Source: an optimization exercise on an open RTL-to-GDS flow (aim: small area and a short achievable clock period). Production flows keep margins and buffers that such runs may drop.
In this exercise RTL edits were held to simulation tests only and were not proved equivalent to the original.
Power is estimated from default activity; no workload was simulated.

==> flow/design.v <==
package sdn_parser_pkg;
    localparam int PRS_DATA_W       = 512;
    localparam int PRS_OFFSET_W     = 32;
    localparam int DEP_FIELD_W      = 128;
    localparam int HEAD_FIELD_LEN_W = 9;
    localparam int FILL_W = $clog2(PRS_DATA_W) + 1;
    localparam int BITS_W = HEAD_FIELD_LEN_W + 1;
    localparam int EXT_W  = PRS_DATA_W + DEP_FIELD_W;
    localparam int SPILL_W = DEP_FIELD_W - 1;
endpackage
import sdn_parser_pkg::*;
module sdn_deparser_bit_packer
(
    input  logic [DEP_FIELD_W-1:0]      field,
    input  logic [FILL_W-2:0]           amt,
    output logic [PRS_DATA_W-1:0]       rot
);
    logic [PRS_DATA_W-1:0] stg [0:FILL_W-1];
    assign stg[0] = {{(PRS_DATA_W-DEP_FIELD_W){1'b0}}, field};
    for (genvar k = 0; k < FILL_W-1; k++) begin : g_stage
        assign stg[k+1] = amt[k] ? {stg[k][(1<<k)-1:0], stg[k][PRS_DATA_W-1:(1<<k)]}
                                 : stg[k];
    end
    assign rot = stg[FILL_W-1];
endmodule
module sdn_therm_gt #(
    parameter int W  = 7,
    parameter int WH = 3
)
(
    input  logic [W-1:0]      x,
    output logic [2**W-1:0]   gt
);
    localparam int WL = W - WH;
    logic [2**WH-1:0] gt_h;
    logic [2**WH-1:0] eq_h;
    logic [2**WL-1:0] gt_l;
    always_comb begin
        for (int i = 0; i < 2**WH; i++) begin
            gt_h[i] = (x[W-1:WL] > WH'(i));
            eq_h[i] = (x[W-1:WL] == WH'(i));
        end
        for (int i = 0; i < 2**WL; i++)
            gt_l[i] = (x[WL-1:0] > WL'(i));
        for (int i = 0; i < 2**WH; i++)
            for (int k = 0; k < 2**WL; k++)
                gt[i*(2**WL) + k] = gt_h[i] | (eq_h[i] & gt_l[k]);
    end
endmodule
import sdn_parser_pkg::*;
module sdn_deparser_emission_core
(
    input  logic                        clk,
    input  logic                        resetn,
    input  logic [PRS_OFFSET_W-1:0]     dep_start_addr_i,
    input  logic [DEP_FIELD_W-1:0]      dep_field_data_i,
    input  logic [HEAD_FIELD_LEN_W-1:0] dep_field_len_i,
    input  logic                        dep_field_valid_i,
    input  logic                        dep_field_last_i,
    output logic                        dep_field_ready_o,
    output logic [PRS_DATA_W-1:0]       dep_data_word_o,
    output logic                        dep_data_valid_o,
    input  logic                        dep_data_ready_i,
    output logic                        dep_data_last_o,
    output logic [BITS_W-1:0]           dep_data_bits_o,
    output logic [PRS_OFFSET_W-1:0]     dep_finish_addr_o,
    output logic                        dep_finished_o,
    output logic                        dep_hold_en_o
);
    localparam int LO_W = PRS_DATA_W - SPILL_W;
    logic [PRS_DATA_W-1:0]       word_q;
    logic [PRS_DATA_W-1:LO_W]    spill_q;
    logic                        acc_w_q;
    logic                        acc_r_q;
    logic [FILL_W-2:0]           fill_q;
    logic                        flush_q;
    logic                        valid_q;
    logic                        last_q;
    logic [BITS_W-1:0]           bits_q;
    logic                        in_hdr_q;
    logic [PRS_OFFSET_W-1:0]     addr_q;
    logic [PRS_OFFSET_W-1:0]     finish_addr_q;
    logic                        finished_q;
    logic                        defer_q;
    logic                        big;
    logic [7:0]                  field_n;
    logic [DEP_FIELD_W-1:0]      masked;
    logic [FILL_W-1:0]           sum;
    logic                        done;
    logic                        rem_zero;
    logic                        sum_zero;
    logic [PRS_DATA_W-1:0]       rot;
    logic                        field_ready;
    logic                        accept;
    logic                        out_fire;
    logic                        flush_fire;
    logic                        load;
    logic                        last_hs;
    logic                        zero_done;
    logic [PRS_OFFSET_W-1:0]     done_addr;
    assign big     = dep_field_len_i[8] | dep_field_len_i[7];
    assign field_n = {big, dep_field_len_i[6:0] & {7{~big}}};
    logic [DEP_FIELD_W-1:0] len_gt;
    sdn_therm_gt #(.W(7), .WH(3)) u_len_therm (
        .x  (dep_field_len_i[6:0]),
        .gt (len_gt)
    );
    always_comb begin
        for (int j = 0; j < DEP_FIELD_W; j++)
            masked[j] = dep_field_data_i[j] & accept & (big | len_gt[j]);
    end
    logic [FILL_W-1:0] sum_small;
    logic [FILL_W-1:0] sum_big;
    logic [6:0]        pg_g [0:3];
    logic [6:0]        pg_p [0:3];
    logic [7:0]        cy;
    always_comb begin
        for (int i = 0; i < 7; i++) begin
            pg_g[0][i] = fill_q[i] & dep_field_len_i[i];
            pg_p[0][i] = fill_q[i] ^ dep_field_len_i[i];
        end
        for (int l = 0; l < 3; l++)
            for (int i = 0; i < 7; i++) begin
                if (i >= (1 << l)) begin
                    pg_g[l+1][i] = pg_g[l][i] | (pg_p[l][i] & pg_g[l][i - (1 << l)]);
                    pg_p[l+1][i] = pg_p[l][i] & pg_p[l][i - (1 << l)];
                end else begin
                    pg_g[l+1][i] = pg_g[l][i];
                    pg_p[l+1][i] = pg_p[l][i];
                end
            end
        cy[0] = 1'b0;
        for (int i = 0; i < 7; i++)
            cy[i+1] = pg_g[3][i];
        for (int i = 0; i < 7; i++)
            sum_small[i] = pg_p[0][i] ^ cy[i];
        sum_small[7] = fill_q[7] ^ cy[7];
        sum_small[8] = fill_q[8] ^ (fill_q[7] & cy[7]);
        sum_small[9] = fill_q[8] & fill_q[7] & cy[7];
    end
    assign sum_big   = {fill_q[8] & fill_q[7], fill_q[8] ^ fill_q[7], !fill_q[7], fill_q[6:0]};
    assign sum       = big ? sum_big : sum_small;
    assign done     = sum[FILL_W-1];
    assign rem_zero = (sum[FILL_W-2:0] == '0);
    assign sum_zero = rem_zero & !done;
    sdn_deparser_bit_packer u_packer (
        .field (masked),
        .amt   (sum[FILL_W-2:0]),
        .rot   (rot)
    );
    assign field_ready = !flush_q && (!valid_q || dep_data_ready_i);
    assign out_fire    = valid_q && dep_data_ready_i;
    assign accept      = field_ready && dep_field_valid_i;
    assign flush_fire  = flush_q && out_fire;
    assign load        = accept || flush_fire;
    assign last_hs     = out_fire && last_q;
    assign zero_done   = accept && dep_field_last_i && sum_zero;
    assign done_addr   = (in_hdr_q ? addr_q : dep_start_addr_i) + PRS_OFFSET_W'(field_n);
    logic keep_w;
    logic take_r;
    assign keep_w  = !load || acc_w_q;
    assign take_r  = load && acc_r_q;
    always_ff @(posedge clk) begin
        for (int i = 0; i < LO_W; i++)
            word_q[i] <= (keep_w & word_q[i]) | rot[i];
        for (int i = LO_W; i < PRS_DATA_W; i++)
            word_q[i] <= (keep_w & word_q[i]) | (take_r & spill_q[i]) | (!done & rot[i]);
        for (int i = LO_W; i < PRS_DATA_W; i++)
            spill_q[i] <= (spill_q[i] & !accept) | rot[i];
    end
    always_ff @(posedge clk) begin
        if (load) begin
            if (flush_fire) begin
                bits_q <= BITS_W'(fill_q);
                last_q <= 1'b1;
            end else if (done) begin
                bits_q <= BITS_W'(PRS_DATA_W);
                last_q <= dep_field_last_i && rem_zero;
            end else begin
                bits_q <= BITS_W'(sum);
                last_q <= 1'b1;
            end
        end
        if (accept)
            addr_q <= done_addr;
        finish_addr_q <= (defer_q || last_hs) ? addr_q : done_addr;
    end
    always_ff @(posedge clk or negedge resetn) begin
        if (!resetn) begin
            acc_w_q    <= 1'b0;
            acc_r_q    <= 1'b0;
            fill_q     <= '0;
            flush_q    <= 1'b0;
            valid_q    <= 1'b0;
            in_hdr_q   <= 1'b0;
            finished_q <= 1'b0;
            defer_q    <= 1'b0;
        end else begin
            if (out_fire)
                valid_q <= 1'b0;
            if (flush_fire) begin
                flush_q <= 1'b0;
                valid_q <= 1'b1;
                fill_q  <= '0;
                acc_w_q <= 1'b0;
                acc_r_q <= 1'b0;
            end
            if (accept) begin
                in_hdr_q <= !dep_field_last_i;
                acc_w_q  <= !done && !dep_field_last_i;
                acc_r_q  <= done;
                fill_q   <= (!done && dep_field_last_i) ? '0 : sum[FILL_W-2:0];
                if (done) begin
                    valid_q <= 1'b1;
                    flush_q <= dep_field_last_i && !rem_zero;
                end else if (dep_field_last_i && !sum_zero) begin
                    valid_q <= 1'b1;
                end
            end
            finished_q <= defer_q || last_hs || zero_done;
            defer_q    <= (defer_q || last_hs) && zero_done;
        end
    end
    assign dep_field_ready_o = field_ready;
    assign dep_hold_en_o     = !field_ready;
    assign dep_data_word_o   = word_q;
    assign dep_data_valid_o  = valid_q;
    assign dep_data_last_o   = last_q;
    assign dep_data_bits_o   = bits_q;
    assign dep_finish_addr_o = finish_addr_q;
    assign dep_finished_o    = finished_q;
endmodule
==> flow/config.mk <==
export PLATFORM = sky130hd
export DESIGN_NAME = sdn_deparser_emission_core
export DESIGN_NICKNAME = sdn_deparser_emission_core
export VERILOG_FILES = /design/flow/design.v
export SDC_FILE = /design/flow/constraint.sdc
export NUM_CORES = 4
export LEC_CHECK = 0
export ABC_AREA = 1
export CAP_MARGIN = 20
export CORE_MARGIN = 2
export CORE_UTILIZATION = 45
export SETUP_SLACK_MARGIN = 3.5
export SLEW_MARGIN = 20
==> flow/constraint.sdc <==
create_clock -name core_clock -period 8.0 [get_ports {clk}]
set_input_delay 1.6000 -clock core_clock [delete_from_list [all_inputs] [get_ports {clk}]]
set_output_delay 1.6000 -clock core_clock [all_outputs]
set_load 0.01 [all_outputs]
standard.sh (not shown) runs the stock make flow with config.mk's settings and CLKGATE_MAP_FILE= SYNTH_SCRIPT=/design/flow/synth_recipe.tcl, a recipe that flattens the netlist after the stock synthesis.
==> flow/flow/run.sh <==
#!/bin/bash
# The standard layout, except that the port buffers are the smallest buffer
# (sky130_fd_sc_hd__buf_1) instead of the resizer's default pick; timing repair
# upsizes the ones on critical paths.
set -euo pipefail
export BUFFER_PORTS_ARGS="-buffer_cell sky130_fd_sc_hd__buf_1"
bash standard.sh > standard.log 2>&1
The starting point completed without violations.
Rerun with:
--- a/flow/design.v
+++ b/flow/design.v
@@ -155,7 +155,55 @@
     assign load        = accept || flush_fire;
     assign last_hs     = out_fire && last_q;
     assign zero_done   = accept && dep_field_last_i && sum_zero;
-    assign done_addr   = (in_hdr_q ? addr_q : dep_start_addr_i) + PRS_OFFSET_W'(field_n);
+    logic [PRS_OFFSET_W-1:0] base;
+    logic [7:0]              ag [0:3];
+    logic [7:0]              ap [0:3];
+    logic [8:0]              acy;
+    logic [7:0]              lo_small;
+    logic [7:0]              lo_big;
+    logic                    co_small;
+    logic                    co_big;
+    logic                    lo_co;
+    logic [PRS_OFFSET_W-1:8] hi_all;
+    logic [PRS_OFFSET_W-1:8] hi_pre [0:5];
+    assign base = in_hdr_q ? addr_q : dep_start_addr_i;
+    always_comb begin
+        for (int i = 0; i < 8; i++) begin
+            ag[0][i] = base[i] & ((i < 7) ? dep_field_len_i[i] : 1'b0);
+            ap[0][i] = base[i] ^ ((i < 7) ? dep_field_len_i[i] : 1'b0);
+        end
+        for (int l = 0; l < 3; l++)
+            for (int i = 0; i < 8; i++) begin
+                if (i >= (1 << l)) begin
+                    ag[l+1][i] = ag[l][i] | (ap[l][i] & ag[l][i - (1 << l)]);
+                    ap[l+1][i] = ap[l][i] & ap[l][i - (1 << l)];
+                end else begin
+                    ag[l+1][i] = ag[l][i];
+                    ap[l+1][i] = ap[l][i];
+                end
+            end
+        acy[0] = 1'b0;
+        for (int i = 0; i < 8; i++)
+            acy[i+1] = ag[3][i];
+        for (int i = 0; i < 8; i++)
+            lo_small[i] = ap[0][i] ^ acy[i];
+        co_small = acy[8];
+        lo_big   = {!base[7], base[6:0]};
+        co_big   = base[7];
+        lo_co    = big ? co_big : co_small;
+        for (int i = 8; i < PRS_OFFSET_W; i++)
+            hi_pre[0][i] = (i == 8) ? 1'b1 : base[i-1];
+        for (int l = 0; l < 5; l++)
+            for (int i = 8; i < PRS_OFFSET_W; i++)
+                hi_pre[l+1][i] = (i - 8 >= (1 << l)) ? (hi_pre[l][i] & hi_pre[l][i - (1 << l)])
+                                                     : hi_pre[l][i];
+        hi_all = hi_pre[5];
+    end
+    always_comb begin
+        done_addr[7:0] = big ? lo_big : lo_small;
+        for (int i = 8; i < PRS_OFFSET_W; i++)
+            done_addr[i] = base[i] ^ (lo_co & hi_all[i]);
+    end
     logic keep_w;
     logic take_r;
     assign keep_w  = !load || acc_w_q;
Sequential share of layout area climbs by 0.45 points.
Worst setup slack gets better by 0.19 ns.
Via count goes down by 3.5%.
Global-route usage goes down by 1.7 points.
Clock-buffer cell count went down by 10.
Die area came out lower by 0.48%.
Hold slack hardly moves.
Sequential cell count is unchanged.
Critical path depth is unchanged.
Power decreases by 4.7%.
Routed wire length goes down by 6.5%.
Maximum frequency rose by 4.0%.
Non-clock buffer count decreases by 62.

==> port drivers added, routing unchanged <==
Ports are ideal in the flow. The routed layouts listed here were re-timed in OpenROAD. Step 1, drivers: a clkbuf_16 drives clk and a buf_2 each remaining input, both assumed. Step 2 times the ports against the registers' clock, not the clock port: input delays grow and output delays shrink by t, the midpoint of the rising clock arrivals with the driver on. a / b / c = ideal ports / drivers / drivers and shift; a / b = the first two.
run	t (ns)	setup slack, ns	pins driven straight from the clock port
the first run	0.775	3.216 / 3.281 / 2.506	1
the second run	0.778	3.401 / 3.466 / 2.688	1
After both steps every run listed still meets setup and hold. The setup slack of the second run, which loses most, moves by +0.065 ns with the drivers and by -0.713 ns with both steps.
